This design comes from an exercise in tuning for small area, a short achievable clock period and few clock cycles per item on the open sky130 flow, not from production work.
Function was checked by simulation only, so behaviour that the tests miss may differ from the original.
Power and IR drop assume default switching activity.

==> run K: inputs <==
// nearest_centroid_color_classifier_core
module nearest_centroid_color_classifier_core
(
    input  logic                        clk,
    input  logic                        rst_n,
    input  logic                        cfg_wr_en,
    input  logic [ncc_pkg::CNT_W-1:0]   cfg_wr_data,
    input  logic                        in_valid,
    output logic                        in_stall,
    input  logic                        req_type,
    input  logic [ncc_pkg::IDX_W-1:0]   entry_index,
    input  logic [ncc_pkg::CHAN_W-1:0]  chan_y,
    input  logic [ncc_pkg::CHAN_W-1:0]  chan_cb,
    input  logic [ncc_pkg::CHAN_W-1:0]  chan_cr,
    output logic                        out_valid,
    input  logic                        out_stall,
    output logic [ncc_pkg::IDX_W-1:0]   class_index
);
clock: 7.0 ns
lec_check: 0
cap_margin: 20
core_margin: 2
core_utilization: 55
place_density: 0.7
setup_slack_margin: 3.3
slew_margin: 20
synth_hierarchical: 1
run.sh (not shown) runs the stock make flow with config.mk's settings and CLKGATE_MAP_FILE= SYNTH_SCRIPT=/design/flow/synth_recipe.tcl, a recipe that flattens the netlist after the stock synthesis.
==> inputs of run A, as changes to run K <==
--- a/flow/design.v
+++ b/flow/design.v
@@ -488,40 +488,56 @@
     logic [35:0] pix_in;
     logic [35:0] tab [16];
     assign in_stall = stall_q;
     assign fire     = in_valid & ~stall_q;
     assign ld_fire  = fire & (req_type == ncc_pkg::REQ_LOAD);
     assign cl_fire  = fire & (req_type == ncc_pkg::REQ_CLASSIFY);
     assign pix_in   = {chan_y, chan_cb, chan_cr};
-    always_ff @(posedge clk)
-    begin
-        if (ld_fire)
-            tab[entry_index] <= pix_in;
-    end
     always_ff @(posedge clk or negedge rst_n)
     begin
         if (!rst_n)
             cnt_q <= ncc_pkg::CNT_RESET;
         else if (cfg_wr_en)
             cnt_q <= cfg_wr_data;
     end
     logic        s1_v;
     logic [4:0]  s1_n;
     logic [35:0] s_pix;
+    logic [35:0] s_pixn;
     always_ff @(posedge clk or negedge rst_n)
     begin
         if (!rst_n)
             s1_v <= 1'b0;
         else
             s1_v <= cl_fire;
     end
     always_ff @(posedge clk)
     begin
         s1_n <= cnt_q;
         s_pix <= pix_in;
+        s_pixn <= ~pix_in;
+    end
+    logic       ld_q;
+    logic [3:0] ld_idx_q;
+    always_ff @(posedge clk or negedge rst_n)
+    begin
+        if (!rst_n)
+            ld_q <= 1'b0;
+        else
+            ld_q <= ld_fire;
+    end
+    always_ff @(posedge clk)
+        ld_idx_q <= entry_index;
+    for (genvar i = 0; i < 16; i++)
+    begin : g_tab
+        always_ff @(posedge clk)
+        begin
+            if (ld_q && ld_idx_q == 4'(i))
+                tab[i] <= (i < 8) ? s_pix : s_pixn;
+        end
     end
     function automatic logic [11:0] absdiff12(input logic [11:0] a, input logic [11:0] b);
         logic [11:0] g, p, gg, pp, cin;
         logic        c;
         g  = a & ~b;
         p  = ~(a ^ b);
         gg = g;
@@ -537,17 +553,17 @@
         for (int i = 1; i < 12; i++)
             cin[i] = gg[i-1] | (pp[i-1] & c);
         absdiff12 = (p ^ cin) ^ {12{~c}};
     endfunction
     logic [16*3*12-1:0] ad_m;
     for (genvar i = 0; i < 16; i++)
     begin : g_ad
-        assign ad_m[(i*3+0)*12 +: 12] = absdiff12(s_pix[35:24], tab[i][35:24]);
-        assign ad_m[(i*3+1)*12 +: 12] = absdiff12(s_pix[23:12], tab[i][23:12]);
-        assign ad_m[(i*3+2)*12 +: 12] = absdiff12(s_pix[11:0], tab[i][11:0]);
+        assign ad_m[(i*3+0)*12 +: 12] = (i < 8) ? absdiff12(s_pix[35:24], tab[i][35:24]) : absdiff12(~s_pixn[35:24], ~tab[i][35:24]);
+        assign ad_m[(i*3+1)*12 +: 12] = (i < 8) ? absdiff12(s_pix[23:12], tab[i][23:12]) : absdiff12(~s_pixn[23:12], ~tab[i][23:12]);
+        assign ad_m[(i*3+2)*12 +: 12] = (i < 8) ? absdiff12(s_pix[11:0], tab[i][11:0]) : absdiff12(~s_pixn[11:0], ~tab[i][11:0]);
     end
     logic        s2_v;
     logic [4:0]  s2_n;
     logic [16*3*12-1:0] s2_m;
     always_ff @(posedge clk or negedge rst_n)
         if (!rst_n) s2_v <= 1'b0; else s2_v <= s1_v;
     always_ff @(posedge clk)
@@ -734,68 +750,68 @@
         s7_th8 <= s6_th8;
     end
     wire        sel_l4_0 = s7_th8 & (qd_l3_1 < qd_l3_0);
     wire [25:0] d_l4_0 = sel_l4_0 ? qd_l3_1 : qd_l3_0;
     wire [3:0]  i_l4_0 = sel_l4_0 ? {1'b1, qi_l3_1} : {1'b0, qi_l3_0};
     wire [3:0] res   = i_l4_0;
     wire       res_v = s7_v;
-    localparam int QD = 10;
-    logic [3:0] q_d [QD];
-    logic       q_v [QD];
-    logic [3:0] owed_q;
-    logic       pop;
-    logic [3:0] owed_n;
-    assign pop    = q_v[0] & ~out_stall;
-    assign owed_n = owed_q + {3'd0, cl_fire} - {3'd0, pop};
-    always_ff @(posedge clk or negedge rst_n)
-    begin
-        if (!rst_n)
-        begin
-            owed_q  <= '0;
-            stall_q <= 1'b0;
-        end
-        else
-        begin
-            owed_q  <= owed_n;
-            stall_q <= (owed_n >= 4'(QD));
-        end
-    end
-    for (genvar j = 0; j < QD; j++)
-    begin : g_q
-        logic       v_sh;
-        logic [3:0] d_sh;
-        logic       prev_full;
-        logic       put;
-        if (j + 1 < QD)
-        begin : g_sh
-            assign v_sh = pop ? q_v[j+1] : q_v[j];
-            assign d_sh = pop ? q_d[j+1] : q_d[j];
-        end
-        else
-        begin : g_last
-            assign v_sh = pop ? 1'b0 : q_v[j];
-            assign d_sh = q_d[j];
-        end
-        if (j == 0)
-        begin : g_p0
-            assign prev_full = 1'b1;
-        end
-        else
-        begin : g_pn
-            assign prev_full = pop ? q_v[j] : q_v[j-1];
-        end
-        assign put = res_v & prev_full & ~v_sh;
+        localparam int QD = 10;
+        logic [3:0] q_d [QD];
+        logic       q_v [QD];
+        logic [3:0] owed_q;
+        logic       pop;
+        logic [3:0] owed_n;
+        assign pop    = q_v[0] & ~out_stall;
+        assign owed_n = owed_q + {3'd0, cl_fire} - {3'd0, pop};
         always_ff @(posedge clk or negedge rst_n)
         begin
             if (!rst_n)
-                q_v[j] <= 1'b0;
+            begin
+                owed_q  <= '0;
+                stall_q <= 1'b0;
+            end
             else
-                q_v[j] <= v_sh | put;
+            begin
+                owed_q  <= owed_n;
+                stall_q <= (owed_n >= 4'(QD));
+            end
         end
-        always_ff @(posedge clk)
-        begin
-            q_d[j] <= put ? res : d_sh;
+        for (genvar j = 0; j < QD; j++)
+        begin : g_q
+            logic       v_sh;
+            logic [3:0] d_sh;
+            logic       prev_full;
+            logic       put;
+            if (j + 1 < QD)
+            begin : g_sh
+                assign v_sh = pop ? q_v[j+1] : q_v[j];
+                assign d_sh = pop ? q_d[j+1] : q_d[j];
+            end
+            else
+            begin : g_last
+                assign v_sh = pop ? 1'b0 : q_v[j];
+                assign d_sh = q_d[j];
+            end
+            if (j == 0)
+            begin : g_p0
+                assign prev_full = 1'b1;
+            end
+            else
+            begin : g_pn
+                assign prev_full = pop ? q_v[j] : q_v[j-1];
+            end
+            assign put = res_v & prev_full & ~v_sh;
+            always_ff @(posedge clk or negedge rst_n)
+            begin
+                if (!rst_n)
+                    q_v[j] <= 1'b0;
+                else
+                    q_v[j] <= v_sh | put;
+            end
+            always_ff @(posedge clk)
+            begin
+                q_d[j] <= put ? res : d_sh;
+            end
         end
-    end
-    assign out_valid   = q_v[0];
-    assign class_index = q_d[0];
-endmodule
+        assign out_valid   = q_v[0];
+        assign class_index = q_d[0];
+    endmodule
==> flow/config.mk (replaced) <==
export PLATFORM = sky130hd
export DESIGN_NAME = nearest_centroid_color_classifier_core
export DESIGN_NICKNAME = nearest_centroid_color_classifier_core
export VERILOG_FILES = /design/flow/design.v
export SDC_FILE = /design/flow/constraint.sdc
export NUM_CORES = 4
export LEC_CHECK = 0
export CAP_MARGIN = 20
export CORE_MARGIN = 2
export CORE_UTILIZATION = 60
export PLACE_DENSITY = 0.75
export SETUP_SLACK_MARGIN = 3.3
export SLEW_MARGIN = 20
export SYNTH_HIERARCHICAL = 1
==> inputs of run R, as changes to run K <==
--- a/flow/design.v
+++ b/flow/design.v
@@ -488,40 +488,56 @@
     logic [35:0] pix_in;
     logic [35:0] tab [16];
     assign in_stall = stall_q;
     assign fire     = in_valid & ~stall_q;
     assign ld_fire  = fire & (req_type == ncc_pkg::REQ_LOAD);
     assign cl_fire  = fire & (req_type == ncc_pkg::REQ_CLASSIFY);
     assign pix_in   = {chan_y, chan_cb, chan_cr};
-    always_ff @(posedge clk)
-    begin
-        if (ld_fire)
-            tab[entry_index] <= pix_in;
-    end
     always_ff @(posedge clk or negedge rst_n)
     begin
         if (!rst_n)
             cnt_q <= ncc_pkg::CNT_RESET;
         else if (cfg_wr_en)
             cnt_q <= cfg_wr_data;
     end
     logic        s1_v;
     logic [4:0]  s1_n;
     logic [35:0] s_pix;
+    logic [35:0] s_pixn;
     always_ff @(posedge clk or negedge rst_n)
     begin
         if (!rst_n)
             s1_v <= 1'b0;
         else
             s1_v <= cl_fire;
     end
     always_ff @(posedge clk)
     begin
         s1_n <= cnt_q;
         s_pix <= pix_in;
+        s_pixn <= ~pix_in;
+    end
+    logic       ld_q;
+    logic [3:0] ld_idx_q;
+    always_ff @(posedge clk or negedge rst_n)
+    begin
+        if (!rst_n)
+            ld_q <= 1'b0;
+        else
+            ld_q <= ld_fire;
+    end
+    always_ff @(posedge clk)
+        ld_idx_q <= entry_index;
+    for (genvar i = 0; i < 16; i++)
+    begin : g_tab
+        always_ff @(posedge clk)
+        begin
+            if (ld_q && ld_idx_q == 4'(i))
+                tab[i] <= (i < 8) ? s_pix : s_pixn;
+        end
     end
     function automatic logic [11:0] absdiff12(input logic [11:0] a, input logic [11:0] b);
         logic [11:0] g, p, gg, pp, cin;
         logic        c;
         g  = a & ~b;
         p  = ~(a ^ b);
         gg = g;
@@ -537,17 +553,17 @@
         for (int i = 1; i < 12; i++)
             cin[i] = gg[i-1] | (pp[i-1] & c);
         absdiff12 = (p ^ cin) ^ {12{~c}};
     endfunction
     logic [16*3*12-1:0] ad_m;
     for (genvar i = 0; i < 16; i++)
     begin : g_ad
-        assign ad_m[(i*3+0)*12 +: 12] = absdiff12(s_pix[35:24], tab[i][35:24]);
-        assign ad_m[(i*3+1)*12 +: 12] = absdiff12(s_pix[23:12], tab[i][23:12]);
-        assign ad_m[(i*3+2)*12 +: 12] = absdiff12(s_pix[11:0], tab[i][11:0]);
+        assign ad_m[(i*3+0)*12 +: 12] = (i < 8) ? absdiff12(s_pix[35:24], tab[i][35:24]) : absdiff12(~s_pixn[35:24], ~tab[i][35:24]);
+        assign ad_m[(i*3+1)*12 +: 12] = (i < 8) ? absdiff12(s_pix[23:12], tab[i][23:12]) : absdiff12(~s_pixn[23:12], ~tab[i][23:12]);
+        assign ad_m[(i*3+2)*12 +: 12] = (i < 8) ? absdiff12(s_pix[11:0], tab[i][11:0]) : absdiff12(~s_pixn[11:0], ~tab[i][11:0]);
     end
     logic        s2_v;
     logic [4:0]  s2_n;
     logic [16*3*12-1:0] s2_m;
     always_ff @(posedge clk or negedge rst_n)
         if (!rst_n) s2_v <= 1'b0; else s2_v <= s1_v;
     always_ff @(posedge clk)
@@ -734,68 +750,68 @@
         s7_th8 <= s6_th8;
     end
     wire        sel_l4_0 = s7_th8 & (qd_l3_1 < qd_l3_0);
     wire [25:0] d_l4_0 = sel_l4_0 ? qd_l3_1 : qd_l3_0;
     wire [3:0]  i_l4_0 = sel_l4_0 ? {1'b1, qi_l3_1} : {1'b0, qi_l3_0};
     wire [3:0] res   = i_l4_0;
     wire       res_v = s7_v;
-    localparam int QD = 10;
-    logic [3:0] q_d [QD];
-    logic       q_v [QD];
-    logic [3:0] owed_q;
-    logic       pop;
-    logic [3:0] owed_n;
-    assign pop    = q_v[0] & ~out_stall;
-    assign owed_n = owed_q + {3'd0, cl_fire} - {3'd0, pop};
-    always_ff @(posedge clk or negedge rst_n)
-    begin
-        if (!rst_n)
-        begin
-            owed_q  <= '0;
-            stall_q <= 1'b0;
-        end
-        else
-        begin
-            owed_q  <= owed_n;
-            stall_q <= (owed_n >= 4'(QD));
-        end
-    end
-    for (genvar j = 0; j < QD; j++)
-    begin : g_q
-        logic       v_sh;
-        logic [3:0] d_sh;
-        logic       prev_full;
-        logic       put;
-        if (j + 1 < QD)
-        begin : g_sh
-            assign v_sh = pop ? q_v[j+1] : q_v[j];
-            assign d_sh = pop ? q_d[j+1] : q_d[j];
-        end
-        else
-        begin : g_last
-            assign v_sh = pop ? 1'b0 : q_v[j];
-            assign d_sh = q_d[j];
-        end
-        if (j == 0)
-        begin : g_p0
-            assign prev_full = 1'b1;
-        end
-        else
-        begin : g_pn
-            assign prev_full = pop ? q_v[j] : q_v[j-1];
-        end
-        assign put = res_v & prev_full & ~v_sh;
+        localparam int QD = 10;
+        logic [3:0] q_d [QD];
+        logic       q_v [QD];
+        logic [3:0] owed_q;
+        logic       pop;
+        logic [3:0] owed_n;
+        assign pop    = q_v[0] & ~out_stall;
+        assign owed_n = owed_q + {3'd0, cl_fire} - {3'd0, pop};
         always_ff @(posedge clk or negedge rst_n)
         begin
             if (!rst_n)
-                q_v[j] <= 1'b0;
+            begin
+                owed_q  <= '0;
+                stall_q <= 1'b0;
+            end
             else
-                q_v[j] <= v_sh | put;
+            begin
+                owed_q  <= owed_n;
+                stall_q <= (owed_n >= 4'(QD));
+            end
         end
-        always_ff @(posedge clk)
-        begin
-            q_d[j] <= put ? res : d_sh;
+        for (genvar j = 0; j < QD; j++)
+        begin : g_q
+            logic       v_sh;
+            logic [3:0] d_sh;
+            logic       prev_full;
+            logic       put;
+            if (j + 1 < QD)
+            begin : g_sh
+                assign v_sh = pop ? q_v[j+1] : q_v[j];
+                assign d_sh = pop ? q_d[j+1] : q_d[j];
+            end
+            else
+            begin : g_last
+                assign v_sh = pop ? 1'b0 : q_v[j];
+                assign d_sh = q_d[j];
+            end
+            if (j == 0)
+            begin : g_p0
+                assign prev_full = 1'b1;
+            end
+            else
+            begin : g_pn
+                assign prev_full = pop ? q_v[j] : q_v[j-1];
+            end
+            assign put = res_v & prev_full & ~v_sh;
+            always_ff @(posedge clk or negedge rst_n)
+            begin
+                if (!rst_n)
+                    q_v[j] <= 1'b0;
+                else
+                    q_v[j] <= v_sh | put;
+            end
+            always_ff @(posedge clk)
+            begin
+                q_d[j] <= put ? res : d_sh;
+            end
         end
-    end
-    assign out_valid   = q_v[0];
-    assign class_index = q_d[0];
-endmodule
+        assign out_valid   = q_v[0];
+        assign class_index = q_d[0];
+    endmodule
==> flow/config.mk (replaced) <==
export PLATFORM = sky130hd
export DESIGN_NAME = nearest_centroid_color_classifier_core
export DESIGN_NICKNAME = nearest_centroid_color_classifier_core
export VERILOG_FILES = /design/flow/design.v
export SDC_FILE = /design/flow/constraint.sdc
export NUM_CORES = 4
export LEC_CHECK = 0
export CAP_MARGIN = 20
export CORE_MARGIN = 2
export CORE_UTILIZATION = 50
export PLACE_DENSITY = 0.65
export SETUP_SLACK_MARGIN = 3.3
export SLEW_MARGIN = 20
export SYNTH_HIERARCHICAL = 1
==> comparison table <==
metric	run R	run K	run A
Outcome	timing/DRC/antenna clean	complete, but fails checks	timing/DRC/antenna clean
Violated checks	-	antenna rules	-
Share of the core filled with cells	0.5096	0.5579	0.6065
Non-clock buffering overhead	0.008682	0.005410	0.007960
Metal-1 WL	243.1 mm	238.3 mm	224.8 mm
Combinational Power	0.0854 W	0.0888 W	0.0860 W
Yosys warnings	10	9	10
Floorplan row count	250	239	228
Destination of the worst register-to-register timing path	s3_c[307]	s3_c[478]	qd_l1_6[17]
Buffers and inverters on the worst path	0	0	1
Number of library cell types mapped by synthesis	89	97	89
Sw power	0.06136 W	0.06407 W	0.06206 W
Share of total power in the clock network	0.142	0.136	0.136
Req. time, crit path	7.87 ns	7.83 ns	7.81 ns
Placer congestion estimate	0.9214	0.9543	0.9546
Starting density of the core	0.5011	0.5525	0.6019
Share of final layout cell area taken by clock buffers and inverters	0.05203	0.05079	0.05003
Post-detail-place hpwl	455.2 mm	456.2 mm	447.1 mm
Fraction of area in multi-input gates	0.5992	0.6076	0.6047
Post-layout total power	0.1373 W	0.1400 W	0.1378 W
Internal power of the cells	0.07593 W	0.07598 W	0.07574 W
Height of the die	685.1 um	656.7 um	625.8 um
Worst Path Arrival	4.50 ns	4.54 ns	4.47 ns
Area Overhead vs Synth	1.694%	0.9747%	0.7594%
DP Cell Count	25640	25890	24650
Fraction of met2 tracks used by global routing	0.3998	0.4415	0.4696
Post-place instance area	0.2217 mm2	0.2232 mm2	0.2204 mm2
Worst-case hold path end point	s4_n[2]	s3_n[3]	s3_n[2]
Testbench counts of run K, summed over its fixed seeds: cycles 5,663, items 5,018.
Testbench counts of run A, summed over its fixed seeds: cycles 5,663, items 5,018.
Testbench counts of run R, summed over its fixed seeds: cycles 5,663, items 5,018.

==> what the ideal ports hide <==
In the flow no input, the clock included, has a driving cell. The finished layouts below were timed again as built, in two steps. Step 1 assumes that a clkbuf_16 drives the clock port and a buf_2 every other input. Step 2 moves the port delays by t, midway between the first and last clock arrival at a register: inputs arrive t later, outputs are due t later. That takes back most of the time a late clock gives input paths. a / b / c = ideal ports / drivers / drivers and shift; a / b = the first two.
run | t (ns) | setup WS [ns] | latest minus earliest clock arrival (ns) | worst slew at a driven data input, ns
run K | 1.087 | 3.284 / 3.284 / 2.614 | 0.068 / 0.067 | 0.13
run A | 1.052 | 3.339 / 3.339 / 2.871 | 0.061 / 0.061 | 0.05
run R | 1.107 | 3.368 / 3.368 / 2.896 | 0.100 / 0.100 | 0.19
The setup slack of run K, which loses most, moves by 0.000 ns with the drivers and by -0.670 ns with both steps.
